Context: an optimization exercise on an open-source flow, tuned for small area, a short achievable clock period and few clock cycles per item. The choices shown serve that exercise and are no tape-out recipe. Only simulation tests tie the RTL to the original design; equivalence was not proved.

==> flow/design.v <==
package rsti_pkg;
    localparam int MAX_DIGITS = 16;
    localparam int IDX_W      = 4;
    localparam int CNT_W      = 5;
    localparam int VAL_W      = 64;
    localparam int LO_W       = 32;
    localparam int Q_DEPTH    = 2;
    localparam int Q_PTR_W    = 1;
    localparam int Q_CNT_W    = 2;
    localparam logic [7:0] CH_MINUS = 8'h2D;
    localparam logic [7:0] CH_PLUS  = 8'h2B;
    localparam logic [7:0] CH_SPACE = 8'h20;
    localparam logic [7:0] CH_LF    = 8'h0A;
    localparam logic [7:0] CH_TAB   = 8'h09;
    localparam logic [7:0] CH_CR    = 8'h0D;
    localparam logic [7:0] CH_VT    = 8'h0B;
    localparam logic [7:0] CH_FF    = 8'h0C;
    localparam logic [7:0] CH_NUL   = 8'h00;
    localparam logic [1:0] REG_RADIX       = 2'd0;
    localparam logic [1:0] REG_DIGIT_COUNT = 2'd1;
    localparam logic [1:0] REG_DIGITS_LOW  = 2'd2;
    localparam logic [1:0] REG_DIGITS_HIGH = 2'd3;
    localparam logic [4:0]  RST_RADIX       = 5'd10;
    localparam logic [4:0]  RST_DIGIT_COUNT = 5'd10;
    localparam logic [63:0] RST_DIGITS_LOW  = 64'h3736_3534_3332_3130;
    localparam logic [63:0] RST_DIGITS_HIGH = 64'h0000_0000_0000_3938;
    typedef enum logic [1:0] {
        PH_WS   = 2'd0,
        PH_SIGN = 2'd1,
        PH_DIG  = 2'd2,
        PH_DONE = 2'd3
    } t_phase;
    typedef struct packed {
        logic             first;
        logic             space;
        logic             minus;
        logic             plus;
        logic             hit;
        logic [3:0]       idx;
    } t_tok;
    function automatic logic [7:0] booth(input logic [4:0] r);
        logic one0, two0, neg0, one1, two1, neg1, one2, two2;
        one0 = r[0];
        two0 = r[1] && !r[0];
        neg0 = r[1];
        one1 = r[1] ^ r[2];
        two1 = (r[3:1] == 3'b011) || (r[3:1] == 3'b100);
        neg1 = r[3] && !(r[2] && r[1]);
        one2 = r[3] ^ r[4];
        two2 = r[3] && r[4];
        booth = {two2, one2, neg1, two1, one1, neg0, two0, one0};
    endfunction
endpackage
module rsti_front (
    input  logic                        i_clk,
    input  logic                        i_rst_n,
    input  logic                        i_valid,
    output logic                        o_ready,
    input  logic [7:0]                  i_ch,
    input  logic                        i_first,
    input  logic [rsti_pkg::CNT_W-1:0]  i_digit_count,
    input  logic [2*rsti_pkg::VAL_W-1:0] i_alphabet,
    output logic                        o_qvalid,
    output rsti_pkg::t_tok              o_qtok,
    input  logic                        i_qpop
);
    rsti_pkg::t_tok                     w_tok;
    rsti_pkg::t_tok                     r_tok;
    logic                               r_tvalid;
    logic [7:0]                         w_entry;
    logic                               w_big;
    logic                               w_nul;
    always_comb begin
        w_big       = i_digit_count[4];
        w_nul       = (i_ch == rsti_pkg::CH_NUL);
        w_tok.first = i_first;
        w_tok.space = (i_ch == rsti_pkg::CH_SPACE) || (i_ch == rsti_pkg::CH_LF) ||
                      (i_ch == rsti_pkg::CH_TAB) || (i_ch == rsti_pkg::CH_CR) ||
                      (i_ch == rsti_pkg::CH_VT) || (i_ch == rsti_pkg::CH_FF);
        w_tok.minus = (i_ch == rsti_pkg::CH_MINUS);
        w_tok.plus  = (i_ch == rsti_pkg::CH_PLUS);
        w_tok.hit   = 1'b0;
        w_tok.idx   = '0;
        w_entry     = '0;
        for (int k = rsti_pkg::MAX_DIGITS - 1; k >= 0; k--) begin
            w_entry = i_alphabet[8*k +: 8];
            if ((w_big || (4'(k) < i_digit_count[3:0])) && !w_nul && (w_entry == i_ch)) begin
                w_tok.hit = 1'b1;
                w_tok.idx = rsti_pkg::IDX_W'(k);
            end
        end
    end
    assign o_ready  = i_qpop;
    assign o_qvalid = r_tvalid;
    assign o_qtok   = r_tok;
    always_ff @(posedge i_clk) begin
        if (i_qpop) begin
            r_tok <= w_tok;
        end
    end
    always_ff @(posedge i_clk) begin
        if (!i_rst_n) begin
            r_tvalid <= 1'b0;
        end else if (i_qpop) begin
            r_tvalid <= i_valid;
        end
    end
endmodule
module rsti_back (
    input  logic                          i_clk,
    input  logic                          i_rst_n,
    input  logic                          i_qvalid,
    input  rsti_pkg::t_tok                i_qtok,
    output logic                          o_qpop,
    input  logic [7:0]                    i_booth,
    input  logic [4:0]                    i_rm1,
    output logic                          o_valid,
    input  logic                          i_ready,
    output logic signed [rsti_pkg::VAL_W-1:0] o_value
);
    localparam int LO_W = rsti_pkg::LO_W;
    localparam int HI_W = rsti_pkg::VAL_W - LO_W;
    rsti_pkg::t_phase               r_phase;
    rsti_pkg::t_phase               n_phase;
    rsti_pkg::t_phase               w_ph;
    logic                           r_par;
    logic                           n_par;
    logic                           w_par;
    logic [LO_W-1:0]                r_lo;
    logic [HI_W-1:0]                r_hi;
    logic [LO_W-1:0]                w_lo_mac;
    logic                           w_lo_c;
    logic [4:0]                     w_lo_ca;
    logic [4:0]                     w_lo_cb;
    logic [4:0]                     w_carry;
    logic [HI_W-1:0]                w_hi_mac;
    logic [5:0]                     w_f;
    logic [LO_W-1:0]                w_lo_ld;
    logic [HI_W-1:0]                w_hi_ld;
    logic [4:0]                     r_ca;
    logic [4:0]                     r_cb;
    logic                           r_c;
    logic                           r_hmac;
    logic                           r_oval;
    logic                           w_run;
    logic                           w_pop;
    logic                           w_pre;
    logic                           w_emit;
    logic                           w_dig;
    logic                           w_rz;
    logic                           w_mac;
    logic                           w_load;
    logic                           w_lo_load;
    logic                           w_lo_step;
    logic                           w_lo_keep;
    logic                           w_hi_step;
    logic                           w_hi_keep;
    logic [LO_W-1:0]                w_lo_next;
    logic [HI_W-1:0]                w_hi_next;
    assign w_run   = !r_oval || i_ready;
    assign w_pop   = i_qvalid && w_run;
    assign o_qpop  = w_run;
    assign o_valid = r_oval;
    assign o_value = {r_hi, r_lo} ^ {rsti_pkg::VAL_W{r_par}};
    always_comb begin
        w_ph   = i_qtok.first ? rsti_pkg::PH_WS : r_phase;
        w_par  = i_qtok.first ? 1'b0 : r_par;
        w_pre  = (w_ph == rsti_pkg::PH_WS) || (w_ph == rsti_pkg::PH_SIGN);
        w_emit = 1'b0;
        w_dig  = 1'b0;
        n_phase = w_ph;
        n_par   = w_par;
        if (w_ph == rsti_pkg::PH_DONE) begin
            n_phase = rsti_pkg::PH_DONE;
        end else if ((w_ph == rsti_pkg::PH_WS) && i_qtok.space) begin
            n_phase = rsti_pkg::PH_WS;
        end else if (w_pre && i_qtok.minus) begin
            n_phase = rsti_pkg::PH_SIGN;
            n_par   = ~w_par;
        end else if (w_pre && i_qtok.plus) begin
            n_phase = rsti_pkg::PH_SIGN;
        end else if (i_qtok.hit) begin
            w_dig   = 1'b1;
            n_phase = rsti_pkg::PH_DIG;
        end else begin
            w_emit  = 1'b1;
            n_phase = rsti_pkg::PH_DONE;
        end
    end
    always_comb begin
        w_rz    = !(i_booth[0] || i_booth[1] || i_booth[3] || i_booth[4] ||
                    i_booth[6] || i_booth[7]);
        w_mac   = w_dig && !i_qtok.first && !w_rz;
        w_load  = i_qtok.first || (w_pre && i_qtok.minus) || (w_dig && w_rz);
        w_f     = 6'(i_qtok.idx) + (r_par ? 6'(i_rm1) : 6'd0);
        if (w_dig) begin
            w_lo_ld = w_par ? {{(LO_W-4){i_qtok.idx == '0}}, i_qtok.idx - 4'd1}
                            : LO_W'(i_qtok.idx);
            w_hi_ld = {HI_W{w_par && (i_qtok.idx == '0)}};
        end else begin
            w_lo_ld = {LO_W{n_par}};
            w_hi_ld = {HI_W{n_par}};
        end
    end
    rsti_mac_lo u_mac_lo (
        .i_v (r_lo),
        .i_b (i_booth),
        .i_f (w_f),
        .o_y (w_lo_mac),
        .o_c (w_lo_c),
        .o_ca (w_lo_ca),
        .o_cb (w_lo_cb)
    );
    assign w_carry = r_ca + r_cb + 5'(r_c);
    rsti_mac_hi u_mac_hi (
        .i_v (r_hi),
        .i_b (i_booth),
        .i_c (w_carry),
        .o_y (w_hi_mac)
    );
    always_comb begin
        w_lo_load = w_pop && w_load;
        w_lo_step = w_pop && w_mac;
        w_lo_keep = !(w_lo_load || w_lo_step);
        w_hi_step = r_hmac && !w_lo_load;
        w_hi_keep = !(w_lo_load || w_hi_step);
        w_lo_next = ({LO_W{w_lo_load}} & w_lo_ld) | ({LO_W{w_lo_step}} & w_lo_mac) |
                    ({LO_W{w_lo_keep}} & r_lo);
        w_hi_next = ({HI_W{w_lo_load}} & w_hi_ld) | ({HI_W{w_hi_step}} & w_hi_mac) |
                    ({HI_W{w_hi_keep}} & r_hi);
    end
    always_ff @(posedge i_clk) begin
        r_lo <= w_lo_next;
        r_hi <= w_hi_next;
        r_ca <= w_lo_ca;
        r_cb <= w_lo_cb;
        r_c  <= w_lo_c;
    end
    always_ff @(posedge i_clk) begin
        if (!i_rst_n) begin
            r_phase <= rsti_pkg::PH_DONE;
            r_par   <= 1'b0;
            r_oval  <= 1'b0;
            r_hmac  <= 1'b0;
        end else begin
            if (w_pop && w_emit) begin
                r_oval <= 1'b1;
            end else if (i_ready) begin
                r_oval <= 1'b0;
            end
            if (w_pop) begin
                r_phase <= n_phase;
                r_par   <= n_par;
            end
            r_hmac <= w_pop && w_mac;
        end
    end
endmodule
module rsti_mac_lo (
    input  logic [31:0] i_v,
    input  logic [7:0] i_b,
    input  logic [5:0] i_f,
    output logic [31:0] o_y,
    output logic o_c,
    output logic [4:0] o_ca,
    output logic [4:0] o_cb
);
    logic t0;
    logic t1;
    logic t2;
    logic t3;
    logic t4;
    logic t5;
    logic t6;
    logic t7;
    logic t8;
    logic t9;
    logic t10;
    logic t11;
    logic t12;
    logic t13;
    logic t14;
    logic t15;
    logic t16;
    logic t17;
    logic t18;
    logic t19;
    logic t20;
    logic t21;
    logic t22;
    logic t23;
    logic t24;
    logic t25;
    logic t26;
    logic t27;
    logic t28;
    logic t29;
    logic t30;
    logic t31;
    logic t32;
    logic t33;
    logic t34;
    logic t35;
    logic t36;
    logic t37;
    logic t38;
    logic t39;
    logic t40;
    logic t41;
    logic t42;
    logic t43;
    logic t44;
    logic t45;
    logic t46;
    logic t47;
    logic t48;
    logic t49;
    logic t50;
    logic t51;
    logic t52;
    logic t53;
    logic t54;
    logic t55;
    logic t56;
    logic t57;
    logic t58;
    logic t59;
    logic t60;
    logic t61;
    logic t62;
    logic t63;
    logic t64;
    logic t65;
    logic t66;
    logic t67;
    logic t68;
    logic t69;
    logic t70;
    logic t71;
    logic t72;
    logic t73;
    logic t74;
    logic t75;
    logic t76;
    logic t77;
    logic t78;
    logic t79;
    logic t80;
    logic t81;
    logic t82;
    logic t83;
    logic t84;
    logic t85;
    logic t86;
    logic t87;
    logic t88;
    logic t89;
    logic t90;
    logic t91;
    logic t92;
    logic t93;
    logic t94;
    logic t95;
    logic t96;
    logic t97;
    logic t98;
    logic t99;
    logic t100;
    logic t101;
    logic t102;
    logic t103;
    logic t104;
    logic t105;
    logic t106;
    logic t107;
    logic t108;
    logic t109;
    logic t110;
    logic t111;
    logic t112;
    logic t113;
    logic t114;
    logic t115;
    logic t116;
    logic t117;
    logic t118;
    logic t119;
    logic t120;
    logic t121;
    logic t122;
    logic t123;
    logic t124;
    logic t125;
    logic t126;
    logic t127;
    logic t128;
    logic t129;
    logic t130;
    logic t131;
    logic t132;
    logic t133;
    logic t134;
    logic t135;
    logic t136;
    logic t137;
    logic t138;
    logic t139;
    logic t140;
    logic t141;
    logic t142;
    logic t143;
    logic t144;
    logic t145;
    logic t146;
    logic t147;
    logic t148;
    logic t149;
    logic t150;
    logic t151;
    logic t152;
    logic t153;
    logic t154;
    logic t155;
    logic t156;
    logic t157;
    logic t158;
    logic t159;
    logic t160;
    logic t161;
    logic t162;
    logic t163;
    logic t164;
    logic t165;
    logic t166;
    logic t167;
    logic t168;
    logic t169;
    logic t170;
    logic t171;
    logic t172;
    logic t173;
    logic t174;
    logic t175;
    logic t176;
    logic t177;
    logic t178;
    logic t179;
    logic t180;
    logic t181;
    logic t182;
    logic t183;
    logic t184;
    logic t185;
    logic t186;
    logic t187;
    logic t188;
    logic t189;
    logic t190;
    logic t191;
    logic t192;
    logic t193;
    logic t194;
    logic t195;
    logic t196;
    logic t197;
    logic t198;
    logic t199;
    logic t200;
    logic t201;
    logic t202;
    logic t203;
    logic t204;
    logic t205;
    logic t206;
    logic t207;
    logic t208;
    logic t209;
    logic t210;
    logic t211;
    logic t212;
    logic t213;
    logic t214;
    logic t215;
    logic t216;
    logic t217;
    logic t218;
    logic t219;
    logic t220;
    logic t221;
    logic t222;
    logic t223;
    logic t224;
    logic t225;
    logic t226;
    logic t227;
    logic t228;
    logic t229;
    logic t230;
    logic t231;
    logic t232;
    logic t233;
    logic t234;
    logic t235;
    logic t236;
    logic t237;
    logic t238;
    logic t239;
    logic t240;
    logic t241;
    logic t242;
    assign t0 = ((i_b[0] & i_v[0])) ^ i_b[2];
    assign t1 = ((i_b[0] & i_v[1]) | (i_b[1] & i_v[0])) ^ i_b[2];
    assign t2 = ((i_b[0] & i_v[2]) | (i_b[1] & i_v[1])) ^ i_b[2];
    assign t3 = ((i_b[0] & i_v[3]) | (i_b[1] & i_v[2])) ^ i_b[2];
    assign t4 = ((i_b[0] & i_v[4]) | (i_b[1] & i_v[3])) ^ i_b[2];
    assign t5 = ((i_b[0] & i_v[5]) | (i_b[1] & i_v[4])) ^ i_b[2];
    assign t6 = ((i_b[0] & i_v[6]) | (i_b[1] & i_v[5])) ^ i_b[2];
    assign t7 = ((i_b[0] & i_v[7]) | (i_b[1] & i_v[6])) ^ i_b[2];
    assign t8 = ((i_b[0] & i_v[8]) | (i_b[1] & i_v[7])) ^ i_b[2];
    assign t9 = ((i_b[0] & i_v[9]) | (i_b[1] & i_v[8])) ^ i_b[2];
    assign t10 = ((i_b[0] & i_v[10]) | (i_b[1] & i_v[9])) ^ i_b[2];
    assign t11 = ((i_b[0] & i_v[11]) | (i_b[1] & i_v[10])) ^ i_b[2];
    assign t12 = ((i_b[0] & i_v[12]) | (i_b[1] & i_v[11])) ^ i_b[2];
    assign t13 = ((i_b[0] & i_v[13]) | (i_b[1] & i_v[12])) ^ i_b[2];
    assign t14 = ((i_b[0] & i_v[14]) | (i_b[1] & i_v[13])) ^ i_b[2];
    assign t15 = ((i_b[0] & i_v[15]) | (i_b[1] & i_v[14])) ^ i_b[2];
    assign t16 = ((i_b[0] & i_v[16]) | (i_b[1] & i_v[15])) ^ i_b[2];
    assign t17 = ((i_b[0] & i_v[17]) | (i_b[1] & i_v[16])) ^ i_b[2];
    assign t18 = ((i_b[0] & i_v[18]) | (i_b[1] & i_v[17])) ^ i_b[2];
    assign t19 = ((i_b[0] & i_v[19]) | (i_b[1] & i_v[18])) ^ i_b[2];
    assign t20 = ((i_b[0] & i_v[20]) | (i_b[1] & i_v[19])) ^ i_b[2];
    assign t21 = ((i_b[0] & i_v[21]) | (i_b[1] & i_v[20])) ^ i_b[2];
    assign t22 = ((i_b[0] & i_v[22]) | (i_b[1] & i_v[21])) ^ i_b[2];
    assign t23 = ((i_b[0] & i_v[23]) | (i_b[1] & i_v[22])) ^ i_b[2];
    assign t24 = ((i_b[0] & i_v[24]) | (i_b[1] & i_v[23])) ^ i_b[2];
    assign t25 = ((i_b[0] & i_v[25]) | (i_b[1] & i_v[24])) ^ i_b[2];
    assign t26 = ((i_b[0] & i_v[26]) | (i_b[1] & i_v[25])) ^ i_b[2];
    assign t27 = ((i_b[0] & i_v[27]) | (i_b[1] & i_v[26])) ^ i_b[2];
    assign t28 = ((i_b[0] & i_v[28]) | (i_b[1] & i_v[27])) ^ i_b[2];
    assign t29 = ((i_b[0] & i_v[29]) | (i_b[1] & i_v[28])) ^ i_b[2];
    assign t30 = ((i_b[0] & i_v[30]) | (i_b[1] & i_v[29])) ^ i_b[2];
    assign t31 = ((i_b[0] & i_v[31]) | (i_b[1] & i_v[30])) ^ i_b[2];
    assign t32 = ((i_b[1] & i_v[31])) ^ i_b[2];
    assign t33 = ((i_b[3] & i_v[0])) ^ i_b[5];
    assign t34 = ((i_b[3] & i_v[1]) | (i_b[4] & i_v[0])) ^ i_b[5];
    assign t35 = ((i_b[3] & i_v[2]) | (i_b[4] & i_v[1])) ^ i_b[5];
    assign t36 = ((i_b[3] & i_v[3]) | (i_b[4] & i_v[2])) ^ i_b[5];
    assign t37 = ((i_b[3] & i_v[4]) | (i_b[4] & i_v[3])) ^ i_b[5];
    assign t38 = ((i_b[3] & i_v[5]) | (i_b[4] & i_v[4])) ^ i_b[5];
    assign t39 = ((i_b[3] & i_v[6]) | (i_b[4] & i_v[5])) ^ i_b[5];
    assign t40 = ((i_b[3] & i_v[7]) | (i_b[4] & i_v[6])) ^ i_b[5];
    assign t41 = ((i_b[3] & i_v[8]) | (i_b[4] & i_v[7])) ^ i_b[5];
    assign t42 = ((i_b[3] & i_v[9]) | (i_b[4] & i_v[8])) ^ i_b[5];
    assign t43 = ((i_b[3] & i_v[10]) | (i_b[4] & i_v[9])) ^ i_b[5];
    assign t44 = ((i_b[3] & i_v[11]) | (i_b[4] & i_v[10])) ^ i_b[5];
    assign t45 = ((i_b[3] & i_v[12]) | (i_b[4] & i_v[11])) ^ i_b[5];
    assign t46 = ((i_b[3] & i_v[13]) | (i_b[4] & i_v[12])) ^ i_b[5];
    assign t47 = ((i_b[3] & i_v[14]) | (i_b[4] & i_v[13])) ^ i_b[5];
    assign t48 = ((i_b[3] & i_v[15]) | (i_b[4] & i_v[14])) ^ i_b[5];
    assign t49 = ((i_b[3] & i_v[16]) | (i_b[4] & i_v[15])) ^ i_b[5];
    assign t50 = ((i_b[3] & i_v[17]) | (i_b[4] & i_v[16])) ^ i_b[5];
    assign t51 = ((i_b[3] & i_v[18]) | (i_b[4] & i_v[17])) ^ i_b[5];
    assign t52 = ((i_b[3] & i_v[19]) | (i_b[4] & i_v[18])) ^ i_b[5];
    assign t53 = ((i_b[3] & i_v[20]) | (i_b[4] & i_v[19])) ^ i_b[5];
    assign t54 = ((i_b[3] & i_v[21]) | (i_b[4] & i_v[20])) ^ i_b[5];
    assign t55 = ((i_b[3] & i_v[22]) | (i_b[4] & i_v[21])) ^ i_b[5];
    assign t56 = ((i_b[3] & i_v[23]) | (i_b[4] & i_v[22])) ^ i_b[5];
    assign t57 = ((i_b[3] & i_v[24]) | (i_b[4] & i_v[23])) ^ i_b[5];
    assign t58 = ((i_b[3] & i_v[25]) | (i_b[4] & i_v[24])) ^ i_b[5];
    assign t59 = ((i_b[3] & i_v[26]) | (i_b[4] & i_v[25])) ^ i_b[5];
    assign t60 = ((i_b[3] & i_v[27]) | (i_b[4] & i_v[26])) ^ i_b[5];
    assign t61 = ((i_b[3] & i_v[28]) | (i_b[4] & i_v[27])) ^ i_b[5];
    assign t62 = ((i_b[3] & i_v[29]) | (i_b[4] & i_v[28])) ^ i_b[5];
    assign t63 = ((i_b[3] & i_v[30]) | (i_b[4] & i_v[29])) ^ i_b[5];
    assign t64 = ((i_b[3] & i_v[31]) | (i_b[4] & i_v[30])) ^ i_b[5];
    assign t65 = ((i_b[4] & i_v[31])) ^ i_b[5];
    assign t66 = (i_b[6] & i_v[0]);
    assign t67 = (i_b[6] & i_v[1]) | (i_b[7] & i_v[0]);
    assign t68 = (i_b[6] & i_v[2]) | (i_b[7] & i_v[1]);
    assign t69 = (i_b[6] & i_v[3]) | (i_b[7] & i_v[2]);
    assign t70 = (i_b[6] & i_v[4]) | (i_b[7] & i_v[3]);
    assign t71 = (i_b[6] & i_v[5]) | (i_b[7] & i_v[4]);
    assign t72 = (i_b[6] & i_v[6]) | (i_b[7] & i_v[5]);
    assign t73 = (i_b[6] & i_v[7]) | (i_b[7] & i_v[6]);
    assign t74 = (i_b[6] & i_v[8]) | (i_b[7] & i_v[7]);
    assign t75 = (i_b[6] & i_v[9]) | (i_b[7] & i_v[8]);
    assign t76 = (i_b[6] & i_v[10]) | (i_b[7] & i_v[9]);
    assign t77 = (i_b[6] & i_v[11]) | (i_b[7] & i_v[10]);
    assign t78 = (i_b[6] & i_v[12]) | (i_b[7] & i_v[11]);
    assign t79 = (i_b[6] & i_v[13]) | (i_b[7] & i_v[12]);
    assign t80 = (i_b[6] & i_v[14]) | (i_b[7] & i_v[13]);
    assign t81 = (i_b[6] & i_v[15]) | (i_b[7] & i_v[14]);
    assign t82 = (i_b[6] & i_v[16]) | (i_b[7] & i_v[15]);
    assign t83 = (i_b[6] & i_v[17]) | (i_b[7] & i_v[16]);
    assign t84 = (i_b[6] & i_v[18]) | (i_b[7] & i_v[17]);
    assign t85 = (i_b[6] & i_v[19]) | (i_b[7] & i_v[18]);
    assign t86 = (i_b[6] & i_v[20]) | (i_b[7] & i_v[19]);
    assign t87 = (i_b[6] & i_v[21]) | (i_b[7] & i_v[20]);
    assign t88 = (i_b[6] & i_v[22]) | (i_b[7] & i_v[21]);
    assign t89 = (i_b[6] & i_v[23]) | (i_b[7] & i_v[22]);
    assign t90 = (i_b[6] & i_v[24]) | (i_b[7] & i_v[23]);
    assign t91 = (i_b[6] & i_v[25]) | (i_b[7] & i_v[24]);
    assign t92 = (i_b[6] & i_v[26]) | (i_b[7] & i_v[25]);
    assign t93 = (i_b[6] & i_v[27]) | (i_b[7] & i_v[26]);
    assign t94 = (i_b[6] & i_v[28]) | (i_b[7] & i_v[27]);
    assign t95 = (i_b[6] & i_v[29]) | (i_b[7] & i_v[28]);
    assign t96 = (i_b[6] & i_v[30]) | (i_b[7] & i_v[29]);
    assign t97 = (i_b[6] & i_v[31]) | (i_b[7] & i_v[30]);
    assign t98 = (i_b[7] & i_v[31]);
    assign t99 = t2 ^ t33;
    assign t100 = t2 & t33;
    assign t101 = t3 ^ t34;
    assign t102 = t3 & t34;
    assign t103 = t4 ^ t35 ^ t66;
    assign t104 = (t4 & t35) | (t4 & t66) | (t35 & t66);
    assign t105 = t5 ^ t36 ^ t67;
    assign t106 = (t5 & t36) | (t5 & t67) | (t36 & t67);
    assign t107 = t6 ^ t37;
    assign t108 = t6 & t37;
    assign t109 = t7 ^ t38;
    assign t110 = t7 & t38;
    assign t111 = t8 ^ t39;
    assign t112 = t8 & t39;
    assign t113 = t9 ^ t40;
    assign t114 = t9 & t40;
    assign t115 = t10 ^ t41;
    assign t116 = t10 & t41;
    assign t117 = t11 ^ t42;
    assign t118 = t11 & t42;
    assign t119 = t12 ^ t43;
    assign t120 = t12 & t43;
    assign t121 = t13 ^ t44;
    assign t122 = t13 & t44;
    assign t123 = t14 ^ t45;
    assign t124 = t14 & t45;
    assign t125 = t15 ^ t46;
    assign t126 = t15 & t46;
    assign t127 = t16 ^ t47;
    assign t128 = t16 & t47;
    assign t129 = t17 ^ t48;
    assign t130 = t17 & t48;
    assign t131 = t18 ^ t49;
    assign t132 = t18 & t49;
    assign t133 = t19 ^ t50;
    assign t134 = t19 & t50;
    assign t135 = t20 ^ t51;
    assign t136 = t20 & t51;
    assign t137 = t21 ^ t52;
    assign t138 = t21 & t52;
    assign t139 = t22 ^ t53;
    assign t140 = t22 & t53;
    assign t141 = t23 ^ t54;
    assign t142 = t23 & t54;
    assign t143 = t24 ^ t55;
    assign t144 = t24 & t55;
    assign t145 = t25 ^ t56;
    assign t146 = t25 & t56;
    assign t147 = t26 ^ t57;
    assign t148 = t26 & t57;
    assign t149 = t27 ^ t58;
    assign t150 = t27 & t58;
    assign t151 = t28 ^ t59;
    assign t152 = t28 & t59;
    assign t153 = t29 ^ t60;
    assign t154 = t29 & t60;
    assign t155 = t30 ^ t61;
    assign t156 = t30 & t61;
    assign t157 = t31 ^ t62;
    assign t158 = t31 & t62;
    assign t159 = t32 ^ t63;
    assign t160 = t32 & t63;
    assign t161 = i_b[2] ^ t64;
    assign t162 = i_b[2] & t64;
    assign t163 = i_b[2] ^ t65;
    assign t164 = i_b[2] & t65;
    assign t165 = i_b[2] ^ i_b[5];
    assign t166 = i_b[2] & i_b[5];
    assign t167 = i_b[2] ^ i_b[5];
    assign t168 = i_b[2] & i_b[5];
    assign t169 = t0 ^ i_b[2];
    assign t170 = t0 & i_b[2];
    assign t171 = t1 ^ i_f[1];
    assign t172 = t1 & i_f[1];
    assign t173 = t99 ^ i_b[5] ^ i_f[2];
    assign t174 = (t99 & i_b[5]) | (t99 & i_f[2]) | (i_b[5] & i_f[2]);
    assign t175 = t100 ^ t101 ^ i_f[3];
    assign t176 = (t100 & t101) | (t100 & i_f[3]) | (t101 & i_f[3]);
    assign t177 = t102 ^ t103 ^ i_f[4];
    assign t178 = (t102 & t103) | (t102 & i_f[4]) | (t103 & i_f[4]);
    assign t179 = t104 ^ t105 ^ i_f[5];
    assign t180 = (t104 & t105) | (t104 & i_f[5]) | (t105 & i_f[5]);
    assign t181 = t106 ^ t107 ^ t68;
    assign t182 = (t106 & t107) | (t106 & t68) | (t107 & t68);
    assign t183 = t108 ^ t109 ^ t69;
    assign t184 = (t108 & t109) | (t108 & t69) | (t109 & t69);
    assign t185 = t110 ^ t111 ^ t70;
    assign t186 = (t110 & t111) | (t110 & t70) | (t111 & t70);
    assign t187 = t112 ^ t113 ^ t71;
    assign t188 = (t112 & t113) | (t112 & t71) | (t113 & t71);
    assign t189 = t114 ^ t115 ^ t72;
    assign t190 = (t114 & t115) | (t114 & t72) | (t115 & t72);
    assign t191 = t116 ^ t117 ^ t73;
    assign t192 = (t116 & t117) | (t116 & t73) | (t117 & t73);
    assign t193 = t118 ^ t119 ^ t74;
    assign t194 = (t118 & t119) | (t118 & t74) | (t119 & t74);
    assign t195 = t120 ^ t121 ^ t75;
    assign t196 = (t120 & t121) | (t120 & t75) | (t121 & t75);
    assign t197 = t122 ^ t123 ^ t76;
    assign t198 = (t122 & t123) | (t122 & t76) | (t123 & t76);
    assign t199 = t124 ^ t125 ^ t77;
    assign t200 = (t124 & t125) | (t124 & t77) | (t125 & t77);
    assign t201 = t126 ^ t127 ^ t78;
    assign t202 = (t126 & t127) | (t126 & t78) | (t127 & t78);
    assign t203 = t128 ^ t129 ^ t79;
    assign t204 = (t128 & t129) | (t128 & t79) | (t129 & t79);
    assign t205 = t130 ^ t131 ^ t80;
    assign t206 = (t130 & t131) | (t130 & t80) | (t131 & t80);
    assign t207 = t132 ^ t133 ^ t81;
    assign t208 = (t132 & t133) | (t132 & t81) | (t133 & t81);
    assign t209 = t134 ^ t135 ^ t82;
    assign t210 = (t134 & t135) | (t134 & t82) | (t135 & t82);
    assign t211 = t136 ^ t137 ^ t83;
    assign t212 = (t136 & t137) | (t136 & t83) | (t137 & t83);
    assign t213 = t138 ^ t139 ^ t84;
    assign t214 = (t138 & t139) | (t138 & t84) | (t139 & t84);
    assign t215 = t140 ^ t141 ^ t85;
    assign t216 = (t140 & t141) | (t140 & t85) | (t141 & t85);
    assign t217 = t142 ^ t143 ^ t86;
    assign t218 = (t142 & t143) | (t142 & t86) | (t143 & t86);
    assign t219 = t144 ^ t145 ^ t87;
    assign t220 = (t144 & t145) | (t144 & t87) | (t145 & t87);
    assign t221 = t146 ^ t147 ^ t88;
    assign t222 = (t146 & t147) | (t146 & t88) | (t147 & t88);
    assign t223 = t148 ^ t149 ^ t89;
    assign t224 = (t148 & t149) | (t148 & t89) | (t149 & t89);
    assign t225 = t150 ^ t151 ^ t90;
    assign t226 = (t150 & t151) | (t150 & t90) | (t151 & t90);
    assign t227 = t152 ^ t153 ^ t91;
    assign t228 = (t152 & t153) | (t152 & t91) | (t153 & t91);
    assign t229 = t154 ^ t155 ^ t92;
    assign t230 = (t154 & t155) | (t154 & t92) | (t155 & t92);
    assign t231 = t156 ^ t157 ^ t93;
    assign t232 = (t156 & t157) | (t156 & t93) | (t157 & t93);
    assign t233 = t158 ^ t159 ^ t94;
    assign t234 = (t158 & t159) | (t158 & t94) | (t159 & t94);
    assign t235 = t160 ^ t161 ^ t95;
    assign t236 = (t160 & t161) | (t160 & t95) | (t161 & t95);
    assign t237 = t162 ^ t163 ^ t96;
    assign t238 = (t162 & t163) | (t162 & t96) | (t163 & t96);
    assign t239 = t164 ^ t165 ^ t97;
    assign t240 = (t164 & t165) | (t164 & t97) | (t165 & t97);
    assign t241 = t166 ^ t167 ^ t98;
    assign t242 = (t166 & t167) | (t166 & t98) | (t167 & t98);
    assign {o_c, o_y} = {1'b0, t230, t228, t226, t224, t222, t220, t218, t216, t214, t212, t210, t208, t206, t204, t202, t200, t198, t196, t194, t192, t190, t188, t186, t184, t182, t180, t178, t176, t174, t172, t170, t169} + {1'b0, t231, t229, t227, t225, t223, t221, t219, t217, t215, t213, t211, t209, t207, t205, t203, t201, t199, t197, t195, t193, t191, t189, t187, t185, t183, t181, t179, t177, t175, t173, t171, i_f[0]};
    assign o_ca = {t240, t238, t236, t234, t232};
    assign o_cb = {t241, t239, t237, t235, t233};
endmodule
module rsti_mac_hi (
    input  logic [31:0] i_v,
    input  logic [7:0] i_b,
    input  logic [4:0] i_c,
    output logic [31:0] o_y
);
    logic t0;
    logic t1;
    logic t2;
    logic t3;
    logic t4;
    logic t5;
    logic t6;
    logic t7;
    logic t8;
    logic t9;
    logic t10;
    logic t11;
    logic t12;
    logic t13;
    logic t14;
    logic t15;
    logic t16;
    logic t17;
    logic t18;
    logic t19;
    logic t20;
    logic t21;
    logic t22;
    logic t23;
    logic t24;
    logic t25;
    logic t26;
    logic t27;
    logic t28;
    logic t29;
    logic t30;
    logic t31;
    logic t32;
    logic t33;
    logic t34;
    logic t35;
    logic t36;
    logic t37;
    logic t38;
    logic t39;
    logic t40;
    logic t41;
    logic t42;
    logic t43;
    logic t44;
    logic t45;
    logic t46;
    logic t47;
    logic t48;
    logic t49;
    logic t50;
    logic t51;
    logic t52;
    logic t53;
    logic t54;
    logic t55;
    logic t56;
    logic t57;
    logic t58;
    logic t59;
    logic t60;
    logic t61;
    logic t62;
    logic t63;
    logic t64;
    logic t65;
    logic t66;
    logic t67;
    logic t68;
    logic t69;
    logic t70;
    logic t71;
    logic t72;
    logic t73;
    logic t74;
    logic t75;
    logic t76;
    logic t77;
    logic t78;
    logic t79;
    logic t80;
    logic t81;
    logic t82;
    logic t83;
    logic t84;
    logic t85;
    logic t86;
    logic t87;
    logic t88;
    logic t89;
    logic t90;
    logic t91;
    logic t92;
    logic t93;
    logic t94;
    logic t95;
    logic t96;
    logic t97;
    logic t98;
    logic t99;
    logic t100;
    logic t101;
    logic t102;
    logic t103;
    logic t104;
    logic t105;
    logic t106;
    logic t107;
    logic t108;
    logic t109;
    logic t110;
    logic t111;
    logic t112;
    logic t113;
    logic t114;
    logic t115;
    logic t116;
    logic t117;
    logic t118;
    logic t119;
    logic t120;
    logic t121;
    logic t122;
    logic t123;
    logic t124;
    logic t125;
    logic t126;
    logic t127;
    logic t128;
    logic t129;
    logic t130;
    logic t131;
    logic t132;
    logic t133;
    logic t134;
    logic t135;
    logic t136;
    logic t137;
    logic t138;
    logic t139;
    logic t140;
    logic t141;
    logic t142;
    logic t143;
    logic t144;
    logic t145;
    logic t146;
    logic t147;
    logic t148;
    logic t149;
    logic t150;
    logic t151;
    logic t152;
    logic t153;
    logic t154;
    logic t155;
    logic t156;
    logic t157;
    logic t158;
    logic t159;
    logic t160;
    logic t161;
    logic t162;
    logic t163;
    logic t164;
    logic t165;
    logic t166;
    logic t167;
    logic t168;
    logic t169;
    logic t170;
    logic t171;
    logic t172;
    logic t173;
    logic t174;
    logic t175;
    logic t176;
    logic t177;
    logic t178;
    logic t179;
    logic t180;
    logic t181;
    logic t182;
    logic t183;
    logic t184;
    logic t185;
    logic t186;
    logic t187;
    logic t188;
    logic t189;
    logic t190;
    logic t191;
    logic t192;
    logic t193;
    logic t194;
    logic t195;
    logic t196;
    logic t197;
    logic t198;
    logic t199;
    logic t200;
    logic t201;
    logic t202;
    logic t203;
    logic t204;
    logic t205;
    logic t206;
    logic t207;
    logic t208;
    logic t209;
    logic t210;
    logic t211;
    logic t212;
    logic t213;
    assign t0 = ((i_b[0] & i_v[0])) ^ i_b[2];
    assign t1 = ((i_b[0] & i_v[1]) | (i_b[1] & i_v[0])) ^ i_b[2];
    assign t2 = ((i_b[0] & i_v[2]) | (i_b[1] & i_v[1])) ^ i_b[2];
    assign t3 = ((i_b[0] & i_v[3]) | (i_b[1] & i_v[2])) ^ i_b[2];
    assign t4 = ((i_b[0] & i_v[4]) | (i_b[1] & i_v[3])) ^ i_b[2];
    assign t5 = ((i_b[0] & i_v[5]) | (i_b[1] & i_v[4])) ^ i_b[2];
    assign t6 = ((i_b[0] & i_v[6]) | (i_b[1] & i_v[5])) ^ i_b[2];
    assign t7 = ((i_b[0] & i_v[7]) | (i_b[1] & i_v[6])) ^ i_b[2];
    assign t8 = ((i_b[0] & i_v[8]) | (i_b[1] & i_v[7])) ^ i_b[2];
    assign t9 = ((i_b[0] & i_v[9]) | (i_b[1] & i_v[8])) ^ i_b[2];
    assign t10 = ((i_b[0] & i_v[10]) | (i_b[1] & i_v[9])) ^ i_b[2];
    assign t11 = ((i_b[0] & i_v[11]) | (i_b[1] & i_v[10])) ^ i_b[2];
    assign t12 = ((i_b[0] & i_v[12]) | (i_b[1] & i_v[11])) ^ i_b[2];
    assign t13 = ((i_b[0] & i_v[13]) | (i_b[1] & i_v[12])) ^ i_b[2];
    assign t14 = ((i_b[0] & i_v[14]) | (i_b[1] & i_v[13])) ^ i_b[2];
    assign t15 = ((i_b[0] & i_v[15]) | (i_b[1] & i_v[14])) ^ i_b[2];
    assign t16 = ((i_b[0] & i_v[16]) | (i_b[1] & i_v[15])) ^ i_b[2];
    assign t17 = ((i_b[0] & i_v[17]) | (i_b[1] & i_v[16])) ^ i_b[2];
    assign t18 = ((i_b[0] & i_v[18]) | (i_b[1] & i_v[17])) ^ i_b[2];
    assign t19 = ((i_b[0] & i_v[19]) | (i_b[1] & i_v[18])) ^ i_b[2];
    assign t20 = ((i_b[0] & i_v[20]) | (i_b[1] & i_v[19])) ^ i_b[2];
    assign t21 = ((i_b[0] & i_v[21]) | (i_b[1] & i_v[20])) ^ i_b[2];
    assign t22 = ((i_b[0] & i_v[22]) | (i_b[1] & i_v[21])) ^ i_b[2];
    assign t23 = ((i_b[0] & i_v[23]) | (i_b[1] & i_v[22])) ^ i_b[2];
    assign t24 = ((i_b[0] & i_v[24]) | (i_b[1] & i_v[23])) ^ i_b[2];
    assign t25 = ((i_b[0] & i_v[25]) | (i_b[1] & i_v[24])) ^ i_b[2];
    assign t26 = ((i_b[0] & i_v[26]) | (i_b[1] & i_v[25])) ^ i_b[2];
    assign t27 = ((i_b[0] & i_v[27]) | (i_b[1] & i_v[26])) ^ i_b[2];
    assign t28 = ((i_b[0] & i_v[28]) | (i_b[1] & i_v[27])) ^ i_b[2];
    assign t29 = ((i_b[0] & i_v[29]) | (i_b[1] & i_v[28])) ^ i_b[2];
    assign t30 = ((i_b[0] & i_v[30]) | (i_b[1] & i_v[29])) ^ i_b[2];
    assign t31 = ((i_b[0] & i_v[31]) | (i_b[1] & i_v[30])) ^ i_b[2];
    assign t32 = ((i_b[3] & i_v[0])) ^ i_b[5];
    assign t33 = ((i_b[3] & i_v[1]) | (i_b[4] & i_v[0])) ^ i_b[5];
    assign t34 = ((i_b[3] & i_v[2]) | (i_b[4] & i_v[1])) ^ i_b[5];
    assign t35 = ((i_b[3] & i_v[3]) | (i_b[4] & i_v[2])) ^ i_b[5];
    assign t36 = ((i_b[3] & i_v[4]) | (i_b[4] & i_v[3])) ^ i_b[5];
    assign t37 = ((i_b[3] & i_v[5]) | (i_b[4] & i_v[4])) ^ i_b[5];
    assign t38 = ((i_b[3] & i_v[6]) | (i_b[4] & i_v[5])) ^ i_b[5];
    assign t39 = ((i_b[3] & i_v[7]) | (i_b[4] & i_v[6])) ^ i_b[5];
    assign t40 = ((i_b[3] & i_v[8]) | (i_b[4] & i_v[7])) ^ i_b[5];
    assign t41 = ((i_b[3] & i_v[9]) | (i_b[4] & i_v[8])) ^ i_b[5];
    assign t42 = ((i_b[3] & i_v[10]) | (i_b[4] & i_v[9])) ^ i_b[5];
    assign t43 = ((i_b[3] & i_v[11]) | (i_b[4] & i_v[10])) ^ i_b[5];
    assign t44 = ((i_b[3] & i_v[12]) | (i_b[4] & i_v[11])) ^ i_b[5];
    assign t45 = ((i_b[3] & i_v[13]) | (i_b[4] & i_v[12])) ^ i_b[5];
    assign t46 = ((i_b[3] & i_v[14]) | (i_b[4] & i_v[13])) ^ i_b[5];
    assign t47 = ((i_b[3] & i_v[15]) | (i_b[4] & i_v[14])) ^ i_b[5];
    assign t48 = ((i_b[3] & i_v[16]) | (i_b[4] & i_v[15])) ^ i_b[5];
    assign t49 = ((i_b[3] & i_v[17]) | (i_b[4] & i_v[16])) ^ i_b[5];
    assign t50 = ((i_b[3] & i_v[18]) | (i_b[4] & i_v[17])) ^ i_b[5];
    assign t51 = ((i_b[3] & i_v[19]) | (i_b[4] & i_v[18])) ^ i_b[5];
    assign t52 = ((i_b[3] & i_v[20]) | (i_b[4] & i_v[19])) ^ i_b[5];
    assign t53 = ((i_b[3] & i_v[21]) | (i_b[4] & i_v[20])) ^ i_b[5];
    assign t54 = ((i_b[3] & i_v[22]) | (i_b[4] & i_v[21])) ^ i_b[5];
    assign t55 = ((i_b[3] & i_v[23]) | (i_b[4] & i_v[22])) ^ i_b[5];
    assign t56 = ((i_b[3] & i_v[24]) | (i_b[4] & i_v[23])) ^ i_b[5];
    assign t57 = ((i_b[3] & i_v[25]) | (i_b[4] & i_v[24])) ^ i_b[5];
    assign t58 = ((i_b[3] & i_v[26]) | (i_b[4] & i_v[25])) ^ i_b[5];
    assign t59 = ((i_b[3] & i_v[27]) | (i_b[4] & i_v[26])) ^ i_b[5];
    assign t60 = ((i_b[3] & i_v[28]) | (i_b[4] & i_v[27])) ^ i_b[5];
    assign t61 = ((i_b[3] & i_v[29]) | (i_b[4] & i_v[28])) ^ i_b[5];
    assign t62 = (i_b[6] & i_v[0]);
    assign t63 = (i_b[6] & i_v[1]) | (i_b[7] & i_v[0]);
    assign t64 = (i_b[6] & i_v[2]) | (i_b[7] & i_v[1]);
    assign t65 = (i_b[6] & i_v[3]) | (i_b[7] & i_v[2]);
    assign t66 = (i_b[6] & i_v[4]) | (i_b[7] & i_v[3]);
    assign t67 = (i_b[6] & i_v[5]) | (i_b[7] & i_v[4]);
    assign t68 = (i_b[6] & i_v[6]) | (i_b[7] & i_v[5]);
    assign t69 = (i_b[6] & i_v[7]) | (i_b[7] & i_v[6]);
    assign t70 = (i_b[6] & i_v[8]) | (i_b[7] & i_v[7]);
    assign t71 = (i_b[6] & i_v[9]) | (i_b[7] & i_v[8]);
    assign t72 = (i_b[6] & i_v[10]) | (i_b[7] & i_v[9]);
    assign t73 = (i_b[6] & i_v[11]) | (i_b[7] & i_v[10]);
    assign t74 = (i_b[6] & i_v[12]) | (i_b[7] & i_v[11]);
    assign t75 = (i_b[6] & i_v[13]) | (i_b[7] & i_v[12]);
    assign t76 = (i_b[6] & i_v[14]) | (i_b[7] & i_v[13]);
    assign t77 = (i_b[6] & i_v[15]) | (i_b[7] & i_v[14]);
    assign t78 = (i_b[6] & i_v[16]) | (i_b[7] & i_v[15]);
    assign t79 = (i_b[6] & i_v[17]) | (i_b[7] & i_v[16]);
    assign t80 = (i_b[6] & i_v[18]) | (i_b[7] & i_v[17]);
    assign t81 = (i_b[6] & i_v[19]) | (i_b[7] & i_v[18]);
    assign t82 = (i_b[6] & i_v[20]) | (i_b[7] & i_v[19]);
    assign t83 = (i_b[6] & i_v[21]) | (i_b[7] & i_v[20]);
    assign t84 = (i_b[6] & i_v[22]) | (i_b[7] & i_v[21]);
    assign t85 = (i_b[6] & i_v[23]) | (i_b[7] & i_v[22]);
    assign t86 = (i_b[6] & i_v[24]) | (i_b[7] & i_v[23]);
    assign t87 = (i_b[6] & i_v[25]) | (i_b[7] & i_v[24]);
    assign t88 = (i_b[6] & i_v[26]) | (i_b[7] & i_v[25]);
    assign t89 = (i_b[6] & i_v[27]) | (i_b[7] & i_v[26]);
    assign t90 = t2 ^ t32;
    assign t91 = t2 & t32;
    assign t92 = t3 ^ t33;
    assign t93 = t3 & t33;
    assign t94 = t4 ^ t34 ^ t62;
    assign t95 = (t4 & t34) | (t4 & t62) | (t34 & t62);
    assign t96 = t5 ^ t35;
    assign t97 = t5 & t35;
    assign t98 = t6 ^ t36;
    assign t99 = t6 & t36;
    assign t100 = t7 ^ t37;
    assign t101 = t7 & t37;
    assign t102 = t8 ^ t38;
    assign t103 = t8 & t38;
    assign t104 = t9 ^ t39;
    assign t105 = t9 & t39;
    assign t106 = t10 ^ t40;
    assign t107 = t10 & t40;
    assign t108 = t11 ^ t41;
    assign t109 = t11 & t41;
    assign t110 = t12 ^ t42;
    assign t111 = t12 & t42;
    assign t112 = t13 ^ t43;
    assign t113 = t13 & t43;
    assign t114 = t14 ^ t44;
    assign t115 = t14 & t44;
    assign t116 = t15 ^ t45;
    assign t117 = t15 & t45;
    assign t118 = t16 ^ t46;
    assign t119 = t16 & t46;
    assign t120 = t17 ^ t47;
    assign t121 = t17 & t47;
    assign t122 = t18 ^ t48;
    assign t123 = t18 & t48;
    assign t124 = t19 ^ t49;
    assign t125 = t19 & t49;
    assign t126 = t20 ^ t50;
    assign t127 = t20 & t50;
    assign t128 = t21 ^ t51;
    assign t129 = t21 & t51;
    assign t130 = t22 ^ t52;
    assign t131 = t22 & t52;
    assign t132 = t23 ^ t53;
    assign t133 = t23 & t53;
    assign t134 = t24 ^ t54;
    assign t135 = t24 & t54;
    assign t136 = t25 ^ t55;
    assign t137 = t25 & t55;
    assign t138 = t26 ^ t56;
    assign t139 = t26 & t56;
    assign t140 = t27 ^ t57;
    assign t141 = t27 & t57;
    assign t142 = t28 ^ t58;
    assign t143 = t28 & t58;
    assign t144 = t29 ^ t59;
    assign t145 = t29 & t59;
    assign t146 = t30 ^ t60;
    assign t147 = t30 & t60;
    assign t148 = t31 ^ t61;
    assign t149 = t31 & t61;
    assign t150 = t0 ^ i_b[2];
    assign t151 = t0 & i_b[2];
    assign t152 = t1 ^ i_c[1];
    assign t153 = t1 & i_c[1];
    assign t154 = t90 ^ i_b[5] ^ i_c[2];
    assign t155 = (t90 & i_b[5]) | (t90 & i_c[2]) | (i_b[5] & i_c[2]);
    assign t156 = t91 ^ t92 ^ i_c[3];
    assign t157 = (t91 & t92) | (t91 & i_c[3]) | (t92 & i_c[3]);
    assign t158 = t93 ^ t94 ^ i_c[4];
    assign t159 = (t93 & t94) | (t93 & i_c[4]) | (t94 & i_c[4]);
    assign t160 = t95 ^ t96 ^ t63;
    assign t161 = (t95 & t96) | (t95 & t63) | (t96 & t63);
    assign t162 = t97 ^ t98 ^ t64;
    assign t163 = (t97 & t98) | (t97 & t64) | (t98 & t64);
    assign t164 = t99 ^ t100 ^ t65;
    assign t165 = (t99 & t100) | (t99 & t65) | (t100 & t65);
    assign t166 = t101 ^ t102 ^ t66;
    assign t167 = (t101 & t102) | (t101 & t66) | (t102 & t66);
    assign t168 = t103 ^ t104 ^ t67;
    assign t169 = (t103 & t104) | (t103 & t67) | (t104 & t67);
    assign t170 = t105 ^ t106 ^ t68;
    assign t171 = (t105 & t106) | (t105 & t68) | (t106 & t68);
    assign t172 = t107 ^ t108 ^ t69;
    assign t173 = (t107 & t108) | (t107 & t69) | (t108 & t69);
    assign t174 = t109 ^ t110 ^ t70;
    assign t175 = (t109 & t110) | (t109 & t70) | (t110 & t70);
    assign t176 = t111 ^ t112 ^ t71;
    assign t177 = (t111 & t112) | (t111 & t71) | (t112 & t71);
    assign t178 = t113 ^ t114 ^ t72;
    assign t179 = (t113 & t114) | (t113 & t72) | (t114 & t72);
    assign t180 = t115 ^ t116 ^ t73;
    assign t181 = (t115 & t116) | (t115 & t73) | (t116 & t73);
    assign t182 = t117 ^ t118 ^ t74;
    assign t183 = (t117 & t118) | (t117 & t74) | (t118 & t74);
    assign t184 = t119 ^ t120 ^ t75;
    assign t185 = (t119 & t120) | (t119 & t75) | (t120 & t75);
    assign t186 = t121 ^ t122 ^ t76;
    assign t187 = (t121 & t122) | (t121 & t76) | (t122 & t76);
    assign t188 = t123 ^ t124 ^ t77;
    assign t189 = (t123 & t124) | (t123 & t77) | (t124 & t77);
    assign t190 = t125 ^ t126 ^ t78;
    assign t191 = (t125 & t126) | (t125 & t78) | (t126 & t78);
    assign t192 = t127 ^ t128 ^ t79;
    assign t193 = (t127 & t128) | (t127 & t79) | (t128 & t79);
    assign t194 = t129 ^ t130 ^ t80;
    assign t195 = (t129 & t130) | (t129 & t80) | (t130 & t80);
    assign t196 = t131 ^ t132 ^ t81;
    assign t197 = (t131 & t132) | (t131 & t81) | (t132 & t81);
    assign t198 = t133 ^ t134 ^ t82;
    assign t199 = (t133 & t134) | (t133 & t82) | (t134 & t82);
    assign t200 = t135 ^ t136 ^ t83;
    assign t201 = (t135 & t136) | (t135 & t83) | (t136 & t83);
    assign t202 = t137 ^ t138 ^ t84;
    assign t203 = (t137 & t138) | (t137 & t84) | (t138 & t84);
    assign t204 = t139 ^ t140 ^ t85;
    assign t205 = (t139 & t140) | (t139 & t85) | (t140 & t85);
    assign t206 = t141 ^ t142 ^ t86;
    assign t207 = (t141 & t142) | (t141 & t86) | (t142 & t86);
    assign t208 = t143 ^ t144 ^ t87;
    assign t209 = (t143 & t144) | (t143 & t87) | (t144 & t87);
    assign t210 = t145 ^ t146 ^ t88;
    assign t211 = (t145 & t146) | (t145 & t88) | (t146 & t88);
    assign t212 = t147 ^ t148 ^ t89;
    assign t213 = (t147 & t148) | (t147 & t89) | (t148 & t89);
    assign o_y = {t211, t209, t207, t205, t203, t201, t199, t197, t195, t193, t191, t189, t187, t185, t183, t181, t179, t177, t175, t173, t171, t169, t167, t165, t163, t161, t159, t157, t155, t153, t151, t150} + {t212, t210, t208, t206, t204, t202, t200, t198, t196, t194, t192, t190, t188, t186, t184, t182, t180, t178, t176, t174, t172, t170, t168, t166, t164, t162, t160, t158, t156, t154, t152, i_c[0]};
endmodule
module radix_string_to_integer_unit (
    input  logic                              i_clk,
    input  logic                              i_rst_n,
    input  logic                              i_valid,
    output logic                              o_ready,
    input  logic [7:0]                        i_ch,
    input  logic                              i_first,
    output logic                              o_valid,
    input  logic                              i_ready,
    output logic signed [rsti_pkg::VAL_W-1:0] o_value,
    input  logic                              i_cfg_we,
    input  logic [1:0]                        i_cfg_idx,
    input  logic [rsti_pkg::VAL_W-1:0]        i_cfg_data
);
    logic [7:0]                  r_booth;
    logic [4:0]                  r_rm1;
    logic [rsti_pkg::CNT_W-1:0]  r_digit_count;
    logic [rsti_pkg::VAL_W-1:0]  r_digits_low;
    logic [rsti_pkg::VAL_W-1:0]  r_digits_high;
    logic                        w_qvalid;
    rsti_pkg::t_tok              w_qtok;
    logic                        w_qpop;
    always_ff @(posedge i_clk) begin
        if (!i_rst_n) begin
            r_booth       <= rsti_pkg::booth(rsti_pkg::RST_RADIX);
            r_rm1         <= rsti_pkg::RST_RADIX - 5'd1;
            r_digit_count <= rsti_pkg::RST_DIGIT_COUNT;
            r_digits_low  <= rsti_pkg::RST_DIGITS_LOW;
            r_digits_high <= rsti_pkg::RST_DIGITS_HIGH;
        end else if (i_cfg_we) begin
            case (i_cfg_idx)
                rsti_pkg::REG_RADIX: begin
                    r_booth <= rsti_pkg::booth(i_cfg_data[4:0]);
                    r_rm1   <= i_cfg_data[4:0] - 5'd1;
                end
                rsti_pkg::REG_DIGIT_COUNT: r_digit_count <= i_cfg_data[4:0];
                rsti_pkg::REG_DIGITS_LOW:  r_digits_low  <= i_cfg_data;
                rsti_pkg::REG_DIGITS_HIGH: r_digits_high <= i_cfg_data;
                default: begin
                end
            endcase
        end
    end
    rsti_front u_front (
        .i_clk         (i_clk),
        .i_rst_n       (i_rst_n),
        .i_valid       (i_valid),
        .o_ready       (o_ready),
        .i_ch          (i_ch),
        .i_first       (i_first),
        .i_digit_count (r_digit_count),
        .i_alphabet    ({r_digits_high, r_digits_low}),
        .o_qvalid      (w_qvalid),
        .o_qtok        (w_qtok),
        .i_qpop        (w_qpop)
    );
    rsti_back u_back (
        .i_clk    (i_clk),
        .i_rst_n  (i_rst_n),
        .i_qvalid (w_qvalid),
        .i_qtok   (w_qtok),
        .o_qpop   (w_qpop),
        .i_booth  (r_booth),
        .i_rm1    (r_rm1),
        .o_valid  (o_valid),
        .i_ready  (i_ready),
        .o_value  (o_value)
    );
endmodule
==> flow/flow/run.sh <==
#!/bin/bash
# Own flow: the standard layout (standard.sh, unchanged synthesis), with
# two changes: every input and output port still gets its own buffer, but a
# plain sky130_fd_sc_hd__buf_1 rather than the delay cell buffer_ports picks
# by itself; and clock tree synthesis adds no dummy loads. standard.sh's
# output goes to standard.log; each ORFS step keeps its own log under
# orfs/logs/.
set -euo pipefail
bash standard.sh "BUFFER_PORTS_ARGS=-buffer_cell sky130_fd_sc_hd__buf_1" \
  "CTS_ARGS=-sink_clustering_enable -repair_clock_nets -dont_use_dummy_load -sink_clustering_buffer sky130_fd_sc_hd__clkbuf_2" \
  finish > standard.log 2>&1
==> flow/standard.sh <==
#!/bin/bash
# synth_recipe.tcl (not shown) runs the flow's synth.tcl, then flattens the netlist and writes it again
# the make line also repeats each setting of config.mk as NAME=value (left out here)
make -C /OpenROAD-flow-scripts/flow DESIGN_CONFIG=/design/flow/config.mk WORK_HOME=/design/flow/orfs CLKGATE_MAP_FILE= SYNTH_SCRIPT=/design/flow/synth_recipe.tcl "${@:-finish}"
==> flow/config.mk <==
export PLATFORM = sky130hd
export DESIGN_NAME = radix_string_to_integer_unit
export DESIGN_NICKNAME = radix_string_to_integer_unit
export VERILOG_FILES = /design/flow/design.v
export SDC_FILE = /design/flow/constraint.sdc
export NUM_CORES = 4
export LEC_CHECK = 0
export ABC_AREA = 1
export CAP_MARGIN = 20
export CORE_MARGIN = 2
export CORE_UTILIZATION = 55
export PLACE_DENSITY = 0.7
export SETUP_SLACK_MARGIN = 2.5
export SLEW_MARGIN = 20
==> flow/constraint.sdc <==
create_clock -name core_clock -period 6.5 [get_ports {i_clk}]
set_input_delay 1.3000 -clock core_clock [delete_from_list [all_inputs] [get_ports {i_clk}]]
set_output_delay 1.3000 -clock core_clock [all_outputs]
set_load 0.01 [all_outputs]
==> summary.txt, run 1 <==
The worst register-to-register path has a setup slack of approximately 2600 ps. Along the worst path, the maximum fanout reaches 5. The layout filler cell count is 3266.

The tightest slew margin relative to the limit came out at ~25%. The detailed-router iteration count before antenna repair came out at 5. The count of flip-flops with a built-in enable after synthesis came out at 9.

The post-synth design cell area is just under 20000 sq um. The placement row count is between 60 and 70.

The net count of the mapped netlist is around 2900. The top cell type by area accounts for 23.5% of the synthesized area. After synthesis, the share of flip-flops with an asynchronous set or reset is 0%. The maximum clock skew at final layout is 47.8 ps. The final critical-path setup slack came out at 2600 ps. The critical path class is flop to flop. The arrival time of the worst setup path is 4230 ps. The total number of yosys warnings came out at 3.

The number of global-route vias before repair was 18100. The vertical extent of the die is 192 um. The startpoint kind of the worst setup timing path is a flop. For this design the top-level I/O count stands at roughly 150. The core utilization of the finished layout came out at approximately three fifths. The total placed instance area came out at approximately 20000 sq um. The wire length of the first global-routing pass is 93700 um. The tree is rooted in a clkbuf_16. The clock transition at the registers of the reported paths is 100 ps. The cts-stage hold buffer count is 0. The clock sink count came out at 236. The total global routing overflow came out at 0. The final-layout worst hold slack is approximately 470 ps. The number of nets in the final layout came out at roughly 3000. Measured along the x axis, the die boundary spans 192 um. The effective utilization at floorplan came out at 55.9%. By instance count, the leading cell after synthesis is nand2_1. In this run, the number of DRC markers left after iteration 0 of detailed routing was roughly 1600.

The flow ran to the end and the layout has no timing, DRC or antenna violations. The average size of a mapped cell came out at 7.44 sq um. The endpoint class of the critical path is a flop. Relative to the synthesized area, the layout overhead comes to 10.8%. The wire length reported by the detailed router is 59700 um. The highest clock rate is ~260 MHz. In the global route stage, overall resource usage came out at 32.1%. At the end of routability-driven placement, the weighted congestion stood at 0.976. The dominant cell type by area after synthesis is dfxtp_1. The count of nets left with antenna violations once routing finished came out at 0. The clock buffer count from CTS is 69.

The total core area came out at 34600 sq um. The number of H-tree levels came out at 3. The final period demand of the worst path came out at 3900 ps. The total negative slack is 0 ps. For this run, the leading register cell type out of synthesis is dfxtp_1. TritonCTS built the clock tree. The final max-slew violation count came out at 0. The clock reaches the later pin of the worst-skew pair after 530 ps.

The number of antenna violations at the first check in global routing came to 2. The post-route netlist has 9.24% of its cells at a drive strength greater than 1. The register bit total from synthesis is 236.

The final-report hold violation count was 0. Across the run, the number of max-cap violations was 0. After synthesis, the cell types taking the most area are dfxtp_1 (23%), xor2_1 (11%), ha_1 (9.0%). The worst hold path belongs to the class flop to flop. The distinct cell type count of the synthesized netlist came out at 58. The cell area after layout is roughly 21000 sq um. The average wire length per cell after detail routing came out at ~19 um. Summed over all nets, the half-perimeter wirelength after detailed placement is between 40000 and 50000 um. Using the TritonRoute via totals, the vias-per-cell ratio works out to 5.91. The gate count of the mapped netlist is 2600. Before CTS, the worst setup slack after placement is around 1600 ps. The die area is 36700 sq um. Setup violations remaining at the end of the flow were counted as 0.

The maximum number of pins on one net before global-route repair is 95. Setup repair after global routing could not meet its margin everywhere. The diode insertion count for antenna repair is 0. The number of buffers added on ports came out at about 150. The total DRC errors in the routed layout is 0.

The overall via count from detail_route is 18900. Of the synthesized area, sequential elements account for about a quarter. The slew of the pin with the lowest slew margin is 1110 ps. The data required time of the critical path came out at 6830 ps.

In the synthesized netlist, the cells that appear most often are nand2_1 (391), inv_1 (270), xor2_1 (254). The final cycle utilization of the critical path came out at around three fifths. The maximum root-to-sink buffer count is 3.
==> cells in the final DEF (no fill, tap or decap), drive strengths merged, types with 9 or more instances in the layout <==
cell type,instances
a21oi,195
a31oi,13
buf,197
clkbuf,70
dfxtp,227
edfxtp,9
fa,70
ha,139
inv,289
nand2,395
nand3,80
nand4,37
nor2,185
nor3,28
nor4,19
o211ai,46
o21ai,195
o221ai,21
o22ai,180
or2,11
xnor2,27
xor2,254
==> registers in the layout, summed over array words and instances, names as in the netlist <==
| register | flops |
|---|---|
| r_digits_high | 64 |
| r_digits_low | 64 |
| u_back.r_hi | 32 |
| u_back.r_lo | 32 |
| u_front.r_tok | 9 |
| r_booth | 8 |
| r_digit_count | 5 |
| r_rm1 | 5 |
| u_back.r_ca | 5 |
| u_back.r_cb | 5 |
| u_back.r_phase | 2 |
| u_back.r_c | 1 |
| u_back.r_hmac | 1 |
| u_back.r_oval | 1 |
| u_back.r_par | 1 |
| u_front.r_tvalid | 1 |
==> worst max-delay path, stage by stage (launching register included) <==
cell	delay [ps]
dfxtp_4	380
nand2_2	50
inv_2	40
ha_2	180
inv_2	40
fa_2	410
o21ai_2	190
xor2_2	110
fa_1	540
inv_2	50
ha_4	280
nand2_1	50
nand2_1	70
nand2_1	50
nand2_1	70
a21oi_2	50
or2_4	280
a31oi_4	230
nand2_2	90
nand3_1	80
o21ai_1	70
or2_1	210
nand3_1	70
o211ai_1	90
==> routing by layer <==
layer / global-route usage (%) / routed length, um / vias to the layer above
met3: 7.42 / 4580 / 165
met1: 39.2 / 24600 / 8849
met4: 13.9 / 2400 / 4
met2: 54.1 / 28000 / 744
met5: 0 / 28 / -
li1: - / - / 9106
==> kinds of logic (layout without fill, tap and decap cells) <==
group,Yosys count,after routing,synth area share [%]
buffers and inverters,425,563,8.65
AO/OA/AOI/OAI,687,687,20.7
flip-flops,236,236,24.9
adder cells (fa/ha/maj),210,210,16.3
XOR/XNOR,281,281,12.7
AND/OR/NAND/NOR,761,761,16.7
==> stage by stage <==
stage,std cells
2_1_floorplan,2600
3_3_place_gp,3093
3_5_place_dp,3093
4_1_cts,3178
5_1_grt,3193
6_report,3193
==> worst paths after layout <==
| kind | startpoint | endpoint | cells after the start |
|---|---|---|---|
| max | u_back.r_par$_SDFFE_PN0P_ | u_back.r_lo[19]$_DFF_P_ | 23 |
| min reg2reg | r_digits_high[45]$_SDFFE_PN0P_ | r_digits_high[45]$_SDFFE_PN0P_ | 2 |
| max reg2reg | u_back.r_par$_SDFFE_PN0P_ | u_back.r_lo[19]$_DFF_P_ | 23 |
| min | r_digits_high[45]$_SDFFE_PN0P_ | r_digits_high[45]$_SDFFE_PN0P_ | 2 |
==> area by class of cell <==
| cell class | instances | area (sq um) | area share [%] |
|---|---|---|---|
| clock buffers | 69 | 526 | 2.45 |
| inverters | 292 | 1160 | 5.41 |
| multi-input cells | 1939 | 13300 | 61.8 |
| flip-flops and latches | 236 | 4840 | 22.6 |
| well taps | 455 | 569 | 2.66 |
| repair buffers | 198 | 1050 | 4.88 |
| repair inverters | 4 | 37.5 | 0.175 |
==> repair_timing <==
item	4_1_cts	5_1_grt
endpoints found under the setup margin	55	33
buffers inserted	14	13
pin swaps	9	27
gates cloned	2	2
gates resized for setup	49	85
Testbench counts, summed over its fixed seeds: cycles 18,815, items 18,783.
==> inputs of run 2 (changes only) <==
--- a/flow/flow/run.sh
+++ b/flow/flow/run.sh
@@ -7,5 +7,5 @@
 # orfs/logs/.
 set -euo pipefail
 bash standard.sh "BUFFER_PORTS_ARGS=-buffer_cell sky130_fd_sc_hd__buf_1" \
-  "CTS_ARGS=-sink_clustering_enable -repair_clock_nets -dont_use_dummy_load -sink_clustering_buffer sky130_fd_sc_hd__clkbuf_2" \
+  "CTS_ARGS=-sink_clustering_enable -repair_clock_nets -dont_use_dummy_load -sink_clustering_size 25 -sink_clustering_max_diameter 70" \
   finish > standard.log 2>&1
==> run 2 against run 1 <==
Net effect:
- still clean on timing, DRC and antenna
- first-iteration DRC count is 4.1% lower
- worst setup slack better by 34 ps
- die area stayed put
- maximum frequency is 0.88% higher
- critical path type unchanged
==> summary.txt, run 2 <==
The overall via count from detail_route came out at 18700 (was 18900). The maximum number of pins on one net before global-route repair came out at 95 (unchanged). The clock buffer count from CTS came out at 24 (was 69).

The detailed-router iteration count before antenna repair came out at 5 (unchanged). The maximum clock skew at final layout is 59.5 ps (was 47.8 ps). The highest clock rate is 259 MHz (was 257 MHz). The startpoint kind of the worst setup timing path is a flop (unchanged). The number of failing setup endpoints in the final timing report was 0 (unchanged). The total number of yosys warnings was 3 (unchanged).

The placer's final routability congestion estimate came out at 0.976 (unchanged). The number of buffers added on ports came out at 145 (unchanged). The wire length reported by the detailed router is 60200 um (was 59700 um). The clock sink count came to 236 (unchanged). The primary flip-flop cell chosen by synthesis mapping is dfxtp_1 (unchanged). The data required time of the critical path came out at 6870 ps (was 6830 ps). Status: no timing/DRC/antenna violations (unchanged). The global routing usage summed across all routing layers came out at 31.5% (was 32.1%). The clock latency of the later-clocked register in the worst-skew pair is 550 ps (was 530 ps).

The maximum fanout encountered on the critical timing path is 12 (was 5). Largest cells by area after synthesis: dfxtp_1 (23%), xor2_1 (11%), ha_1 (9.0%) (unchanged). The final-report hold violation count is 0 (unchanged). The vertical extent of the die came to 192 um (unchanged). The total DRC errors in the routed layout came out at 0 (unchanged). The final cycle utilization of the critical path is 59.4% (was 59.9%). The number of global-route vias before repair is 17800 (was 18100). The CTS tree was built (unchanged).

The endpoint class of the critical path is a flop (unchanged). Most used standard cells in the synthesized netlist: nand2_1 (391), inv_1 (270), xor2_1 (254) (unchanged). The proportion of register bits with asynchronous set or reset after synthesis came to 0% (unchanged). The cts-stage hold buffer count came out at 0 (unchanged).

The register bit total from synthesis is 236 (unchanged). The layout filler cell count is 3184 (was 3266). The average wire length per cell after detail routing is 19.1 um (was 18.7 um). The distinct cell type count of the synthesized netlist came to 58 (unchanged). The root buffer selected by CTS is clkbuf_16 (unchanged). The total negative slack was 0 ps (unchanged). The total global routing overflow is 0 (unchanged). The tightest slew margin relative to the limit is 28.4% (was 25.4%).

The post-synth design cell area came to 19300 sq um (unchanged). The biggest cell delay along the critical path came out at 540 ps (about the same). The average size of a mapped cell was 7.44 sq um (unchanged). The most common cell after layout, fill and taps aside is nand2_1 (unchanged). The net count of the mapped netlist came out at 2889 (unchanged). The global-route met3 utilization is 5.18% (was 7.42%). The post-placement worst setup slack is 1630 ps (unchanged). The number of nets in the final layout came out at 2992 (was 3029). Commonest cells after routing, fill and taps aside: nand2_1 (378), inv_1 (260), xor2_1 (248) (was nand2_1 (379), inv_1 (260), xor2_1 (250)).
==> run 2: timing repair <==
action / CTS / global route
pin swaps: 8 / 37
hold endpoints to repair: 0 / 0
resized for setup: 42 / 109
setup endpoints to repair: 55 / 33
setup buffers: 15 / 17
gates cloned: 1 / 6
==> run 2: kinds of logic after synthesis <==
family,Yosys count,synth area share (%)
fa+ha+maj,210,16.3
xor+xnor,281,12.7
compound gates,687,20.7
simple gates,761,16.7
buf+inv,425,8.65
flops,236,24.9
==> run 2: path summary, 6_finish.rpt <==
| check | startpoint | to | slack (ps) | cells past startpoint |
|---|---|---|---|---|
| setup / recovery | r_booth[0]$_SDFFE_PN0P_ | u_back.r_lo[19]$_DFF_P_ | 2640 | 19 |
| hold / removal | r_rm1[0]$_SDFFE_PN1P_ | r_rm1[0]$_SDFFE_PN1P_ | 450 | 1 |
| setup reg to reg | r_booth[0]$_SDFFE_PN0P_ | u_back.r_lo[19]$_DFF_P_ | 2640 | 19 |
| hold reg to reg | r_rm1[0]$_SDFFE_PN1P_ | r_rm1[0]$_SDFFE_PN1P_ | 450 | 1 |
==> run 2: metrics by stage <==
step	std cells	instance area [sq um]
finish	3156	21700
global route	3156	21700
CTS	3133	21000
detailed placement	3093	20100
global placement	3093	20100
floorplan	2600	19400
==> run 2: per-layer routing <==
metal | vias up | part of all wire [%] | routed length (um)
met5 | - | 0.046 | 28
met4 | 4 | 4.3 | 2590
met3 | 158 | 6.5 | 3940
met2 | 706 | 47 | 28500
met1 | 8823 | 42 | 25100
li1 | 9022 | - | -
==> run 2: critical path: cells and delay by family, from the launching register on <==
family	cells	cell delay [ps]
AO/OA/AOI/OAI	5	620
XOR/XNOR	1	160
adder cells (fa/ha/maj)	3	1320
buffers and inverters	2	160
flip-flops	1	450
AND/OR/NAND/NOR	8	970
==> run 2: final cells by class <==
class,count,area share (%)
multi-input combinational,1939,61.6
sequential,236,22.3
inverter,292,5.37
timing repair buffer,203,5.03
clock buffer,24,2.77
tap,455,2.63
timing repair inverter,7,0.294

separate check: timing with driven ports:
The flow's constraints put no driver on any port. The routed layouts listed below were extracted and timed again, unchanged, in two steps. Step 1 assumes that a clkbuf_16 drives the clock port and a buf_2 every other input. Step 2, shift: input delay + t, output delay - t, t = (earliest + latest rising clock arrival at the registers) / 2. This alone moves slack from input paths to output paths. Three values: ideal ports, drivers, drivers and shift; two values: the first two.
run | t (ns) | setup slack, ns | clock arrival spread, ns | worst slew at a driven data input, ns | pins driven straight from the clock port
run 1 | 0.567 | 2.603 / 2.603 / 2.292 | 0.055 / 0.055 | 0.07 | 1
run 2 | 0.585 | 2.638 / 2.638 / 2.305 | 0.069 / 0.069 | 0.07 | 1
After both steps setup and hold are still met in every run listed. For run 2, which loses most, drivers alone change the setup slack by 0.000 ns; drivers and shift together by -0.333 ns.
